This is an optimization exercise on Yosys and OpenROAD, whose aim is small area and a short achievable clock period, not a production implementation. At most, simulation tests tie the RTL to the original design; equivalence was not proved. Power is estimated from default activity; no workload was simulated.

==> yarrow <==
## btb_top
module btb_top (
    input  logic        CLK,
    input  logic        RST,
    input  logic        lookup_en,
    input  logic [31:0] lookup_pc,
    output logic        pred_hit,
    output logic        pred_taken,
    output logic [31:0] pred_target,
    input  logic        update_en,
    input  logic [31:0] update_pc,
    input  logic        update_taken,
    input  logic [31:0] update_target,
    input  logic        update_mispredict,
    input  logic        flush_all,
    output logic [15:0] lookup_count,
    output logic [15:0] mispredict_count
);
==> module branch_target_predictor, before the edit <==
module branch_target_predictor #(
    parameter int ENTRIES = 16,
    parameter int CNT_W   = 2,
    parameter int STAT_W  = 32
) (
    input  logic              CLK,
    input  logic              RST,
    input  logic              lookup_en,
    input  logic [31:0]       lookup_pc,
    output logic              pred_hit,
    output logic              pred_taken,
    output logic [31:0]       pred_target,
    input  logic              update_en,
    input  logic [31:0]       update_pc,
    input  logic              update_taken,
    input  logic [31:0]       update_target,
    input  logic              update_mispredict,
    input  logic              flush_all,
    output logic [STAT_W-1:0] lookup_count,
    output logic [STAT_W-1:0] mispredict_count
);
    localparam int IDX_W = $clog2(ENTRIES);
    localparam int TAG_W = 32 - IDX_W - 2;
    localparam logic [CNT_W-1:0] CNT_WEAK = CNT_W'(1) << (CNT_W - 1);
    logic [ENTRIES-1:0] valid;
    logic [TAG_W-1:0]   tags    [ENTRIES];
    logic [31:0]        targets [ENTRIES];
    logic [CNT_W-1:0]   cnts    [ENTRIES];
    logic [IDX_W-1:0] lk_idx;
    logic [TAG_W-1:0] lk_tag;
    logic [IDX_W-1:0] up_idx;
    logic [TAG_W-1:0] up_tag;
    logic             up_hit;
    logic             up_act;
    assign lk_idx = lookup_pc[IDX_W+1:2];
    assign lk_tag = lookup_pc[31:IDX_W+2];
    assign up_idx = update_pc[IDX_W+1:2];
    assign up_tag = update_pc[31:IDX_W+2];
    logic [ENTRIES-1:0] lk_dec;
    logic [31:0]        rd_target;
    logic               rd_cnt;
    always_comb begin
        pred_hit  = 1'b0;
        rd_cnt    = 1'b0;
        rd_target = '0;
        for (int i = 0; i < ENTRIES; i++) begin
            lk_dec[i] = (lk_idx == IDX_W'(i));
            pred_hit  = pred_hit | (lk_dec[i] && valid[i] && (tags[i] == lk_tag));
            rd_cnt    = rd_cnt | (lk_dec[i] & cnts[i][CNT_W-1]);
            rd_target = rd_target | ({32{lk_dec[i]}} & targets[i]);
        end
        pred_taken  = pred_hit & rd_cnt;
        pred_target = {32{pred_hit}} & rd_target;
    end
    logic [TAG_W-1:0] up_rd_tag;
    logic             up_rd_valid;
    always_comb begin
        up_rd_tag   = '0;
        up_rd_valid = 1'b0;
        for (int i = 0; i < ENTRIES; i++) begin
            up_rd_tag   = up_rd_tag   | ({TAG_W{up_idx == IDX_W'(i)}} & tags[i]);
            up_rd_valid = up_rd_valid | ((up_idx == IDX_W'(i)) & valid[i]);
        end
    end
    assign up_hit = up_rd_valid && (up_rd_tag == up_tag);
    assign up_act = update_en && !flush_all;
    always_ff @(posedge CLK or posedge RST) begin
        if (RST)
            valid <= '0;
        else if (flush_all)
            valid <= '0;
        else if (update_en && update_taken)
            valid[up_idx] <= 1'b1;
    end
    always_ff @(posedge CLK) begin
        if (up_act && update_taken) begin
            tags[up_idx]    <= up_tag;
            targets[up_idx] <= update_target;
        end
    end
    logic [CNT_W-1:0] up_cnt;
    logic [CNT_W-1:0] up_cnt_nxt;
    logic             up_cnt_we;
    always_comb begin
        up_cnt = '0;
        for (int i = 0; i < ENTRIES; i++)
            up_cnt = up_cnt | ({CNT_W{up_idx == IDX_W'(i)}} & cnts[i]);
        up_cnt_we  = up_act && (up_hit || update_taken);
        up_cnt_nxt = up_cnt;
        if (!up_hit)
            up_cnt_nxt = CNT_WEAK;
        else if (update_taken) begin
            if (up_cnt != '1)
                up_cnt_nxt = up_cnt + CNT_W'(1);
        end else if (up_cnt != '0)
            up_cnt_nxt = up_cnt - CNT_W'(1);
    end
    always_ff @(posedge CLK) begin
        if (up_cnt_we)
            cnts[up_idx] <= up_cnt_nxt;
    end
    always_ff @(posedge CLK or posedge RST) begin
        if (RST) begin
            lookup_count     <= '0;
            mispredict_count <= '0;
        end else begin
            if (lookup_en && (lookup_count != '1))
                lookup_count <= lookup_count + STAT_W'(1);
            if (update_en && update_mispredict && (mispredict_count != '1))
                mispredict_count <= mispredict_count + STAT_W'(1);
        end
    end
endmodule
Settings: LEC_CHECK=0, CAP_MARGIN=20, CORE_MARGIN=2, CORE_UTILIZATION=55, SETUP_SLACK_MARGIN=2.0, SLEW_MARGIN=20; clock period 7.0 ns.
standard.sh (not shown) runs the stock make flow with config.mk's settings and CLKGATE_MAP_FILE= SYNTH_SCRIPT=/design/flow/synth_recipe.tcl, a recipe that flattens the netlist after the stock synthesis.
==> flow/flow/run.sh <==
#!/bin/bash
bash standard.sh MATCH_CELL_FOOTPRINT=0 'CTS_ARGS=-sink_clustering_enable -repair_clock_nets -sink_clustering_size 16 -sink_clustering_max_diameter 80 -buf_list sky130_fd_sc_hd__clkbuf_8 -dont_use_dummy_load' 'BUFFER_PORTS_ARGS=-buffer_cell sky130_fd_sc_hd__buf_1' 'GLOBAL_PLACEMENT_ARGS=-timing_driven_net_weight_max 5 -timing_driven_nets_percentage 20' finish > standard.log 2>&1
==> cedar: changes against yarrow <==
--- a/flow/design.v
+++ b/flow/design.v
@@ -73,31 +73,17 @@
     assign up_idx = update_pc[IDX_W+1:2];
     assign up_tag = update_pc[31:IDX_W+2];
-    logic [ENTRIES-1:0] lk_dec;
-    logic [31:0]        rd_target;
-    logic               rd_cnt;
+    logic [ENTRIES-1:0] lk_sel;
     always_comb begin
-        pred_hit  = 1'b0;
-        rd_cnt    = 1'b0;
-        rd_target = '0;
+        pred_hit    = 1'b0;
+        pred_taken  = 1'b0;
+        pred_target = '0;
         for (int i = 0; i < ENTRIES; i++) begin
-            lk_dec[i] = (lk_idx == IDX_W'(i));
-            pred_hit  = pred_hit | (lk_dec[i] && valid[i] && (tags[i] == lk_tag));
-            rd_cnt    = rd_cnt | (lk_dec[i] & cnts[i][CNT_W-1]);
-            rd_target = rd_target | ({32{lk_dec[i]}} & targets[i]);
-        end
-        pred_taken  = pred_hit & rd_cnt;
-        pred_target = {32{pred_hit}} & rd_target;
-    end
-    logic [TAG_W-1:0] up_rd_tag;
-    logic             up_rd_valid;
-    always_comb begin
-        up_rd_tag   = '0;
-        up_rd_valid = 1'b0;
-        for (int i = 0; i < ENTRIES; i++) begin
-            up_rd_tag   = up_rd_tag   | ({TAG_W{up_idx == IDX_W'(i)}} & tags[i]);
-            up_rd_valid = up_rd_valid | ((up_idx == IDX_W'(i)) & valid[i]);
+            lk_sel[i]   = (lk_idx == IDX_W'(i)) && valid[i] && (tags[i] == lk_tag);
+            pred_hit    = pred_hit | lk_sel[i];
+            pred_taken  = pred_taken | (lk_sel[i] & cnts[i][CNT_W-1]);
+            pred_target = pred_target | ({32{lk_sel[i]}} & targets[i]);
         end
     end
-    assign up_hit = up_rd_valid && (up_rd_tag == up_tag);
+    assign up_hit = valid[up_idx] && (tags[up_idx] == up_tag);
     assign up_act = update_en && !flush_all;
     always_ff @(posedge CLK or posedge RST) begin
@@ -115,24 +101,17 @@
         end
     end
-    logic [CNT_W-1:0] up_cnt;
-    logic [CNT_W-1:0] up_cnt_nxt;
-    logic             up_cnt_we;
-    always_comb begin
-        up_cnt = '0;
-        for (int i = 0; i < ENTRIES; i++)
-            up_cnt = up_cnt | ({CNT_W{up_idx == IDX_W'(i)}} & cnts[i]);
-        up_cnt_we  = up_act && (up_hit || update_taken);
-        up_cnt_nxt = up_cnt;
-        if (!up_hit)
-            up_cnt_nxt = CNT_WEAK;
-        else if (update_taken) begin
-            if (up_cnt != '1)
-                up_cnt_nxt = up_cnt + CNT_W'(1);
-        end else if (up_cnt != '0)
-            up_cnt_nxt = up_cnt - CNT_W'(1);
-    end
     always_ff @(posedge CLK) begin
-        if (up_cnt_we)
-            cnts[up_idx] <= up_cnt_nxt;
+        if (up_act) begin
+            if (up_hit) begin
+                if (update_taken) begin
+                    if (cnts[up_idx] != '1)
+                        cnts[up_idx] <= cnts[up_idx] + CNT_W'(1);
+                end else if (cnts[up_idx] != '0) begin
+                    cnts[up_idx] <= cnts[up_idx] - CNT_W'(1);
+                end
+            end else if (update_taken) begin
+                cnts[up_idx] <= CNT_WEAK;
+            end
+        end
     end
     always_ff @(posedge CLK or posedge RST) begin
==> flow/run.sh (new file) <==
#!/bin/bash
# synth_recipe.tcl (not shown) runs the flow's synth.tcl, then flattens the netlist and writes it again
# the make line also repeats each setting of config.mk as NAME=value (left out here)
make -C /OpenROAD-flow-scripts/flow DESIGN_CONFIG=/design/flow/config.mk WORK_HOME=/design/flow/orfs CLKGATE_MAP_FILE= SYNTH_SCRIPT=/design/flow/synth_recipe.tcl finish
--- a/flow/config.mk
+++ b/flow/config.mk
@@ -8,5 +8,5 @@
 export CAP_MARGIN = 20
 export CORE_MARGIN = 2
-export CORE_UTILIZATION = 55
-export SETUP_SLACK_MARGIN = 2.0
+export CORE_UTILIZATION = 40
+export SETUP_SLACK_MARGIN = 0.3
 export SLEW_MARGIN = 20
removed: flow/flow/run.sh
removed: flow/standard.sh
==> umber: changes against yarrow <==
--- a/flow/design.v
+++ b/flow/design.v
@@ -89,15 +89,5 @@
         pred_target = {32{pred_hit}} & rd_target;
     end
-    logic [TAG_W-1:0] up_rd_tag;
-    logic             up_rd_valid;
-    always_comb begin
-        up_rd_tag   = '0;
-        up_rd_valid = 1'b0;
-        for (int i = 0; i < ENTRIES; i++) begin
-            up_rd_tag   = up_rd_tag   | ({TAG_W{up_idx == IDX_W'(i)}} & tags[i]);
-            up_rd_valid = up_rd_valid | ((up_idx == IDX_W'(i)) & valid[i]);
-        end
-    end
-    assign up_hit = up_rd_valid && (up_rd_tag == up_tag);
+    assign up_hit = valid[up_idx] && (tags[up_idx] == up_tag);
     assign up_act = update_en && !flush_all;
     always_ff @(posedge CLK or posedge RST) begin
@@ -115,24 +105,17 @@
         end
     end
-    logic [CNT_W-1:0] up_cnt;
-    logic [CNT_W-1:0] up_cnt_nxt;
-    logic             up_cnt_we;
-    always_comb begin
-        up_cnt = '0;
-        for (int i = 0; i < ENTRIES; i++)
-            up_cnt = up_cnt | ({CNT_W{up_idx == IDX_W'(i)}} & cnts[i]);
-        up_cnt_we  = up_act && (up_hit || update_taken);
-        up_cnt_nxt = up_cnt;
-        if (!up_hit)
-            up_cnt_nxt = CNT_WEAK;
-        else if (update_taken) begin
-            if (up_cnt != '1)
-                up_cnt_nxt = up_cnt + CNT_W'(1);
-        end else if (up_cnt != '0)
-            up_cnt_nxt = up_cnt - CNT_W'(1);
-    end
     always_ff @(posedge CLK) begin
-        if (up_cnt_we)
-            cnts[up_idx] <= up_cnt_nxt;
+        if (up_act) begin
+            if (up_hit) begin
+                if (update_taken) begin
+                    if (cnts[up_idx] != '1)
+                        cnts[up_idx] <= cnts[up_idx] + CNT_W'(1);
+                end else if (cnts[up_idx] != '0) begin
+                    cnts[up_idx] <= cnts[up_idx] - CNT_W'(1);
+                end
+            end else if (update_taken) begin
+                cnts[up_idx] <= CNT_WEAK;
+            end
+        end
     end
     always_ff @(posedge CLK or posedge RST) begin
==> flow/run.sh (new file) <==
#!/bin/bash
# synth_recipe.tcl (not shown) runs the flow's synth.tcl, then flattens the netlist and writes it again
# the make line also repeats each setting of config.mk as NAME=value (left out here)
make -C /OpenROAD-flow-scripts/flow DESIGN_CONFIG=/design/flow/config.mk WORK_HOME=/design/flow/orfs CLKGATE_MAP_FILE= SYNTH_SCRIPT=/design/flow/synth_recipe.tcl finish
removed: flow/flow/run.sh
removed: flow/standard.sh
==> juniper: changes against yarrow <==
--- a/flow/design.v
+++ b/flow/design.v
@@ -89,15 +89,5 @@
         pred_target = {32{pred_hit}} & rd_target;
     end
-    logic [TAG_W-1:0] up_rd_tag;
-    logic             up_rd_valid;
-    always_comb begin
-        up_rd_tag   = '0;
-        up_rd_valid = 1'b0;
-        for (int i = 0; i < ENTRIES; i++) begin
-            up_rd_tag   = up_rd_tag   | ({TAG_W{up_idx == IDX_W'(i)}} & tags[i]);
-            up_rd_valid = up_rd_valid | ((up_idx == IDX_W'(i)) & valid[i]);
-        end
-    end
-    assign up_hit = up_rd_valid && (up_rd_tag == up_tag);
+    assign up_hit = valid[up_idx] && (tags[up_idx] == up_tag);
     assign up_act = update_en && !flush_all;
     always_ff @(posedge CLK or posedge RST) begin
@@ -115,24 +105,17 @@
         end
     end
-    logic [CNT_W-1:0] up_cnt;
-    logic [CNT_W-1:0] up_cnt_nxt;
-    logic             up_cnt_we;
-    always_comb begin
-        up_cnt = '0;
-        for (int i = 0; i < ENTRIES; i++)
-            up_cnt = up_cnt | ({CNT_W{up_idx == IDX_W'(i)}} & cnts[i]);
-        up_cnt_we  = up_act && (up_hit || update_taken);
-        up_cnt_nxt = up_cnt;
-        if (!up_hit)
-            up_cnt_nxt = CNT_WEAK;
-        else if (update_taken) begin
-            if (up_cnt != '1)
-                up_cnt_nxt = up_cnt + CNT_W'(1);
-        end else if (up_cnt != '0)
-            up_cnt_nxt = up_cnt - CNT_W'(1);
-    end
     always_ff @(posedge CLK) begin
-        if (up_cnt_we)
-            cnts[up_idx] <= up_cnt_nxt;
+        if (up_act) begin
+            if (up_hit) begin
+                if (update_taken) begin
+                    if (cnts[up_idx] != '1)
+                        cnts[up_idx] <= cnts[up_idx] + CNT_W'(1);
+                end else if (cnts[up_idx] != '0) begin
+                    cnts[up_idx] <= cnts[up_idx] - CNT_W'(1);
+                end
+            end else if (update_taken) begin
+                cnts[up_idx] <= CNT_WEAK;
+            end
+        end
     end
     always_ff @(posedge CLK or posedge RST) begin
==> flow/flow/run.sh (replaced) <==
#!/bin/bash
bash standard.sh MATCH_CELL_FOOTPRINT=0 finish > standard.log 2>&1
--- a/flow/config.mk
+++ b/flow/config.mk
@@ -8,5 +8,5 @@
 export CAP_MARGIN = 20
 export CORE_MARGIN = 2
-export CORE_UTILIZATION = 55
+export CORE_UTILIZATION = 68
 export SETUP_SLACK_MARGIN = 2.0
 export SLEW_MARGIN = 20
==> comparison <==
Against cedar, the area after synthesis of umber is higher by about 0.9%. Between cedar and umber, the lower routed wire length is in cedar (gap about 3.7%, measured against umber). In critical path depth, yarrow and cedar do not differ. Count of clock-buffer cells in the layout: juniper > umber > cedar > yarrow. Between yarrow and umber, the lower final cell count is in yarrow (gap about 1.3%, measured against umber). Of cedar and juniper, juniper has the higher synthesized cell count (gap 2.9%, measured against juniper). Die area, highest first: cedar, umber, yarrow, juniper. Power: yarrow < juniper < cedar < umber. Via count, highest first: juniper, yarrow, umber, cedar. In sequential cell count, cedar and umber do not differ.
The RTL of cedar, umber and juniper was laid out without a check of its function.

-- what the ideal ports hide --
No port has a modelled driver above. Below, the same layouts with a new extraction and two added sets of constraints.
Step 1 sets driving cells, clkbuf_16 on the clock port and buf_2 on the other inputs (assumed; they add their load-dependent delay and slew).
Step 2 times the ports against the registers' clock, not the clock port: input delays grow and output delays shrink by t, the midpoint of the rising clock arrivals with the driver on.
Slacks: ideal ports / drivers / drivers and shift; pairs: ideal ports / drivers.
| run | t, ns | slack for setup (ns) | worst setup path at the end | latest minus earliest clock arrival (ns) | worst slew at a driven data input, ns |
|---|---|---|---|---|---|
| yarrow | 0.763 | 1.570 / 1.525 / 1.313 | input to register | 0.113 / 0.113 | 0.12 |
| cedar | 0.753 | 0.331 / 0.308 / 0.308 | input to output | 0.041 / 0.040 | 0.14 |
| umber | 0.744 | 1.487 / 1.457 / 1.390 | input to register | 0.035 / 0.035 | 0.11 |
| juniper | 0.737 | 1.475 / 1.445 / 1.353 | input to register | 0.048 / 0.048 | 0.13 |
After both steps setup and hold are still met in every run listed. For yarrow, which loses most, drivers alone change the setup slack by -0.045 ns; drivers and shift together by -0.257 ns.
